Background: an optimization exercise with open tools, aiming at small area. Do not read the settings as production practice. The RTL was checked by simulation tests, not by an equivalence proof against the original design. No activity file was given, so power comes from the tool's default toggle rates.

Setup of the baseline:
==> module dtw_ref_window, before the edit <==
module dtw_ref_window (
    input  logic             clk,
    input  logic             nrst,
    input  dtw_pkg::step_t   i_step,
    input  dtw_pkg::sample_t i_r,
    output dtw_pkg::sample_t o_r
);
    localparam int NRING = 7;
    dtw_pkg::sample_t win0;
    dtw_pkg::sample_t ring [NRING];
    logic             ins;
    logic [NRING-1:0] rd_ring;   
    logic             rd_win0;
    always_ff @(posedge clk) begin
        win0 <= i_r;
    end
    always_comb begin
        case (i_step)
            6'd2, 6'd3, 6'd4, 6'd5, 6'd6, 6'd7, 6'd8, 6'd9, 6'd10, 6'd11,
            6'd12, 6'd13, 6'd14, 6'd15, 6'd16, 6'd17, 6'd18, 6'd19,
            6'd34, 6'd35, 6'd36, 6'd37, 6'd38, 6'd39, 6'd40: ins = 1'b1;
            default: ins = 1'b0;
        endcase
    end
    always_ff @(posedge clk) begin
        ring[0] <= ins ? win0 : ring[NRING-1];
        for (int j = 1; j < NRING; j++) begin
            ring[j] <= ring[j-1];
        end
    end
    always_comb begin
        rd_win0 = 1'b0;
        rd_ring = '0;
        case (i_step)
            6'd0, 6'd1:                 rd_win0    = 1'b1;
            6'd3, 6'd4, 6'd21:          rd_ring[0] = 1'b1;
            6'd6, 6'd7, 6'd23, 6'd34:   rd_ring[1] = 1'b1;
            6'd9:                       rd_ring[2] = 1'b1;
            6'd11, 6'd12, 6'd26, 6'd37: rd_ring[3] = 1'b1;
            6'd14, 6'd15:               rd_ring[4] = 1'b1;
            6'd17, 6'd29:               rd_ring[5] = 1'b1;
            6'd19, 6'd31:               rd_ring[6] = 1'b1;
            default: ;
        endcase
    end
    logic             hold;
    dtw_pkg::sample_t nxt;
    assign hold = ~(rd_win0 | (|rd_ring));
    dtw_ref_pick u_pick (
        .i_sel ({rd_ring, rd_win0, hold}),
        .i_d   ({ring[6], ring[5], ring[4], ring[3], ring[2], ring[1], ring[0], win0, o_r}),
        .o_d   (nxt)
    );
    always_ff @(posedge clk or negedge nrst) begin
        if (!nrst) begin
            o_r <= '0;
        end else begin
            o_r <= nxt;
        end
    end
endmodule
export LEC_CHECK = 0
export CAP_MARGIN = 0
export CORE_MARGIN = 2
export CORE_UTILIZATION = 40
export CTS_BUF_LIST = sky130_fd_sc_hd__clkbuf_16
export CTS_CLUSTER_DIAMETER = 80
export CTS_CLUSTER_SIZE = 25
export SLEW_MARGIN = 0
export SYNTH_MEMORY_MAX_BITS = 16384
create_clock -name core_clock -period 8.0 [get_ports {clk}]
standard.sh (not shown) runs the stock make flow with config.mk's settings and CLKGATE_MAP_FILE= SYNTH_SCRIPT=/design/flow/synth_recipe.tcl, a recipe that flattens the netlist after the stock synthesis.
==> flow/flow/run.sh <==
#!/bin/bash
# The standard layout with two changes:
#  - synthesis maps logic with an area-oriented ABC script (flow/abc_area.script,
#    used through ABC_AREA=1 from a copy of the ORFS scripts folder); the rest of
#    the synthesis (synth_recipe.tcl, registers, flatten, renames) is unchanged;
#  - the port buffers use the smallest buffer cell (sky130_fd_sc_hd__buf_1).
set -euo pipefail
W=$PWD
rm -rf "$W/scripts_abc"
cp -r "$FLOW_HOME/scripts" "$W/scripts_abc"
cp "$W/flow/abc_area.script" "$W/scripts_abc/abc_area.script"
bash standard.sh "SCRIPTS_DIR=$W/scripts_abc" ABC_AREA=1 synth > standard_synth.log 2>&1
bash standard.sh "BUFFER_PORTS_ARGS=-buffer_cell sky130_fd_sc_hd__buf_1" finish > standard_layout.log 2>&1
==> flow/flow/abc_area.script <==
&get -n
&st
&syn2
&dch -f
&nf -R 1000
&put
topo
The baseline ran to completion and came out clean on the timing, design-rule and antenna checks.
Edits applied to the flow inputs when going from the baseline to the candidate:
==> flow/design.v, changed modules only <==
module dtw_ref_window (
    input  logic             clk,
    input  logic             nrst,
    input  dtw_pkg::step_t   i_step,
    input  dtw_pkg::sample_t i_r,
    output dtw_pkg::sample_t o_r
);
    localparam int NSLOT = 7;
    dtw_pkg::sample_t win0;
    dtw_pkg::sample_t slot [NSLOT];
    logic [NSLOT-1:0] wr_en;    
    logic [NSLOT-1:0] rd_slot;  
    logic             rd_win0;
    always_ff @(posedge clk) begin
        win0 <= i_r;
    end
    always_comb begin
        wr_en = '0;
        case (i_step)
            6'd7,  6'd14, 6'd35: wr_en[0] = 1'b1;
            6'd8,  6'd15, 6'd36: wr_en[1] = 1'b1;
            6'd2,  6'd9,  6'd16, 6'd37: wr_en[2] = 1'b1;
            6'd3,  6'd10, 6'd17, 6'd38: wr_en[3] = 1'b1;
            6'd4,  6'd11, 6'd18, 6'd39: wr_en[4] = 1'b1;
            6'd5,  6'd12, 6'd19, 6'd40: wr_en[5] = 1'b1;
            6'd6,  6'd13, 6'd34: wr_en[6] = 1'b1;
            default: ;
        endcase
    end
    always_ff @(posedge clk) begin
        for (int j = 0; j < NSLOT; j++) begin
            if (wr_en[j]) slot[j] <= win0;
        end
    end
    always_comb begin
        rd_win0 = 1'b0;
        rd_slot = '0;
        case (i_step)
            6'd0, 6'd1:   rd_win0    = 1'b1;
            6'd11, 6'd23: rd_slot[0] = 1'b1;
            6'd12, 6'd26: rd_slot[1] = 1'b1;
            6'd3, 6'd14, 6'd29: rd_slot[2] = 1'b1;
            6'd4, 6'd15, 6'd31: rd_slot[3] = 1'b1;
            6'd6, 6'd17, 6'd34: rd_slot[4] = 1'b1;
            6'd7, 6'd19, 6'd37: rd_slot[5] = 1'b1;
            6'd9, 6'd21:  rd_slot[6] = 1'b1;
            default: ;
        endcase
    end
    logic             hold;
    dtw_pkg::sample_t nxt;
    assign hold = ~(rd_win0 | (|rd_slot));
    dtw_ref_pick u_pick (
        .i_sel ({rd_slot, rd_win0, hold}),
        .i_d   ({slot[6], slot[5], slot[4], slot[3], slot[2], slot[1], slot[0], win0, o_r}),
        .o_d   (nxt)
    );
    always_ff @(posedge clk or negedge nrst) begin
        if (!nrst) begin
            o_r <= '0;
        end else begin
            o_r <= nxt;
        end
    end
endmodule
--- outcome ---
| required time at the worst-slack endpoint | the baseline vs the candidate | ≈ equal |. Global-route wire length before repair: lower on the baseline. Of the baseline and the candidate, the baseline shows the lower top achievable clock speed, with the candidate above it. Changes observed in the candidate relative to the baseline: simple-gate portion of the synthesized area increased by 0.49 points relative to the old numbers, area enclosed by the die boundary rose by 19%.


dtw_ctrl with an RTL version that a note above also has.
Size in the first run: about 220 I/O pins.
==> module dtw_ref_window, before the edit <==
module dtw_ref_window (
    input  logic             clk,
    input  logic             nrst,
    input  dtw_pkg::step_t   i_step,
    input  dtw_pkg::sample_t i_r,
    output dtw_pkg::sample_t o_r
);
    localparam int NSLOT = 7;
    dtw_pkg::sample_t win0;
    dtw_pkg::sample_t slot [NSLOT];
    logic [NSLOT-1:0] wr_en;    
    logic [NSLOT-1:0] rd_slot;  
    logic             rd_win0;
    always_ff @(posedge clk) begin
        win0 <= i_r;
    end
    always_comb begin
        wr_en = '0;
        case (i_step)
            6'd7,  6'd14, 6'd35: wr_en[0] = 1'b1;
            6'd8,  6'd15, 6'd36: wr_en[1] = 1'b1;
            6'd2,  6'd9,  6'd16, 6'd37: wr_en[2] = 1'b1;
            6'd3,  6'd10, 6'd17, 6'd38: wr_en[3] = 1'b1;
            6'd4,  6'd11, 6'd18, 6'd39: wr_en[4] = 1'b1;
            6'd5,  6'd12, 6'd19, 6'd40: wr_en[5] = 1'b1;
            6'd6,  6'd13, 6'd34: wr_en[6] = 1'b1;
            default: ;
        endcase
    end
    always_ff @(posedge clk) begin
        for (int j = 0; j < NSLOT; j++) begin
            if (wr_en[j]) slot[j] <= win0;
        end
    end
    always_comb begin
        rd_win0 = 1'b0;
        rd_slot = '0;
        case (i_step)
            6'd0, 6'd1:   rd_win0    = 1'b1;
            6'd11, 6'd23: rd_slot[0] = 1'b1;
            6'd12, 6'd26: rd_slot[1] = 1'b1;
            6'd3, 6'd14, 6'd29: rd_slot[2] = 1'b1;
            6'd4, 6'd15, 6'd31: rd_slot[3] = 1'b1;
            6'd6, 6'd17, 6'd34: rd_slot[4] = 1'b1;
            6'd7, 6'd19, 6'd37: rd_slot[5] = 1'b1;
            6'd9, 6'd21:  rd_slot[6] = 1'b1;
            default: ;
        endcase
    end
    logic             hold;
    dtw_pkg::sample_t nxt;
    assign hold = ~(rd_win0 | (|rd_slot));
    dtw_ref_pick u_pick (
        .i_sel ({rd_slot, rd_win0, hold}),
        .i_d   ({slot[6], slot[5], slot[4], slot[3], slot[2], slot[1], slot[0], win0, o_r}),
        .o_d   (nxt)
    );
    always_ff @(posedge clk or negedge nrst) begin
        if (!nrst) begin
            o_r <= '0;
        end else begin
            o_r <= nxt;
        end
    end
endmodule
==> flow/config.mk <==
export PLATFORM = sky130hd
export DESIGN_NAME = dtw_ctrl
export DESIGN_NICKNAME = dtw_ctrl
export VERILOG_FILES = /design/flow/design.v
export SDC_FILE = /design/flow/constraint.sdc
export NUM_CORES = 4
export LEC_CHECK = 0
export CAP_MARGIN = 20
export CORE_MARGIN = 2
export CORE_UTILIZATION = 40
export CTS_BUF_LIST = sky130_fd_sc_hd__clkbuf_16
export CTS_CLUSTER_DIAMETER = 80
export CTS_CLUSTER_SIZE = 20
export SLEW_MARGIN = 20
export SYNTH_MEMORY_MAX_BITS = 16384
==> flow/constraint.sdc <==
create_clock -name core_clock -period 8.0 [get_ports {clk}]
set_input_delay 1.6000 -clock core_clock [delete_from_list [all_inputs] [get_ports {clk}]]
set_output_delay 1.6000 -clock core_clock [all_outputs]
set_load 0.01 [all_outputs]
Scripts as last shown in full above: flow/flow/run.sh, flow/flow/abc_area.script
Rerun with:
--- a/flow/design.v
+++ b/flow/design.v
@@ -218,54 +218,50 @@
     input  dtw_pkg::sample_t i_r,
     output dtw_pkg::sample_t o_r
 );
-    localparam int NSLOT = 7;
+    localparam int NRING = 7;
     dtw_pkg::sample_t win0;
-    dtw_pkg::sample_t slot [NSLOT];
-    logic [NSLOT-1:0] wr_en;    
-    logic [NSLOT-1:0] rd_slot;  
+    dtw_pkg::sample_t ring [NRING];
+    logic             ins;
+    logic [NRING-1:0] rd_ring;   
     logic             rd_win0;
     always_ff @(posedge clk) begin
         win0 <= i_r;
     end
     always_comb begin
-        wr_en = '0;
         case (i_step)
-            6'd7,  6'd14, 6'd35: wr_en[0] = 1'b1;
-            6'd8,  6'd15, 6'd36: wr_en[1] = 1'b1;
-            6'd2,  6'd9,  6'd16, 6'd37: wr_en[2] = 1'b1;
-            6'd3,  6'd10, 6'd17, 6'd38: wr_en[3] = 1'b1;
-            6'd4,  6'd11, 6'd18, 6'd39: wr_en[4] = 1'b1;
-            6'd5,  6'd12, 6'd19, 6'd40: wr_en[5] = 1'b1;
-            6'd6,  6'd13, 6'd34: wr_en[6] = 1'b1;
-            default: ;
+            6'd2, 6'd3, 6'd4, 6'd5, 6'd6, 6'd7, 6'd8, 6'd9, 6'd10, 6'd11,
+            6'd12, 6'd13, 6'd14, 6'd15, 6'd16, 6'd17, 6'd18, 6'd19,
+            6'd34, 6'd35, 6'd36, 6'd37, 6'd38, 6'd39, 6'd40: ins = 1'b1;
+            default: ins = 1'b0;
         endcase
     end
     always_ff @(posedge clk) begin
-        for (int j = 0; j < NSLOT; j++) begin
-            if (wr_en[j]) slot[j] <= win0;
+        ring[0] <= ins ? win0 : ring[NRING-1];
+        for (int j = 1; j < NRING; j++) begin
+            ring[j] <= ring[j-1];
         end
     end
     always_comb begin
         rd_win0 = 1'b0;
-        rd_slot = '0;
+        rd_ring = '0;
         case (i_step)
-            6'd0, 6'd1:   rd_win0    = 1'b1;
-            6'd11, 6'd23: rd_slot[0] = 1'b1;
-            6'd12, 6'd26: rd_slot[1] = 1'b1;
-            6'd3, 6'd14, 6'd29: rd_slot[2] = 1'b1;
-            6'd4, 6'd15, 6'd31: rd_slot[3] = 1'b1;
-            6'd6, 6'd17, 6'd34: rd_slot[4] = 1'b1;
-            6'd7, 6'd19, 6'd37: rd_slot[5] = 1'b1;
-            6'd9, 6'd21:  rd_slot[6] = 1'b1;
+            6'd0, 6'd1:                 rd_win0    = 1'b1;
+            6'd3, 6'd4, 6'd21:          rd_ring[0] = 1'b1;
+            6'd6, 6'd7, 6'd23, 6'd34:   rd_ring[1] = 1'b1;
+            6'd9:                       rd_ring[2] = 1'b1;
+            6'd11, 6'd12, 6'd26, 6'd37: rd_ring[3] = 1'b1;
+            6'd14, 6'd15:               rd_ring[4] = 1'b1;
+            6'd17, 6'd29:               rd_ring[5] = 1'b1;
+            6'd19, 6'd31:               rd_ring[6] = 1'b1;
             default: ;
         endcase
     end
     logic             hold;
     dtw_pkg::sample_t nxt;
-    assign hold = ~(rd_win0 | (|rd_slot));
+    assign hold = ~(rd_win0 | (|rd_ring));
     dtw_ref_pick u_pick (
-        .i_sel ({rd_slot, rd_win0, hold}),
-        .i_d   ({slot[6], slot[5], slot[4], slot[3], slot[2], slot[1], slot[0], win0, o_r}),
+        .i_sel ({rd_ring, rd_win0, hold}),
+        .i_d   ({ring[6], ring[5], ring[4], ring[3], ring[2], ring[1], ring[0], win0, o_r}),
         .o_d   (nxt)
     );
     always_ff @(posedge clk or negedge nrst) begin
The new run completed without violations.
Sequential cell count does not change.
Die area went down by about a fifth.
Worst setup slack is worse by 120 ps.
Sequential share of layout area shrinks by 6.4 points.
Global-route usage shrinks by 0.53 points.
Utilization grows by 1.1 points.
First-iteration DRC count went down by well over a third.
Cell area shrinks by about a fifth.
Maximum frequency is lower by a few percent.
Power increases by roughly a tenth.

-- afterwards: timing with drivers on the ports --
How much do the figures lean on ideal ports? The routed layouts below were timed once more, with nothing changed but the port constraints. Step 1, drivers: a clkbuf_16 drives clk and a buf_2 each remaining input, both assumed. Step 2 moves the port delays by t, midway between the first and last clock arrival at a register: inputs arrive t later, outputs are due t later. That takes back most of the time a late clock gives input paths. Three values: ideal ports, drivers, drivers and shift; two values: the first two.
run | t, ns | setup slack, ns | worst setup path after step 2 | latest minus earliest clock arrival (ns)
the baseline | 0.542 | 3.490 / 3.445 / 3.861 | register to register | 0.014 / 0.015
the candidate | 0.556 | 3.582 / 3.537 / 3.928 | register to register | 0.039 / 0.039
the first run of note 2 | 0.560 | 3.565 / 3.520 / 3.895 | register to register | 0.024 / 0.023
the second run of note 2 | 0.548 | 3.449 / 3.405 / 3.836 | register to register | 0.017 / 0.017
After both steps setup and hold are still met in every run listed.
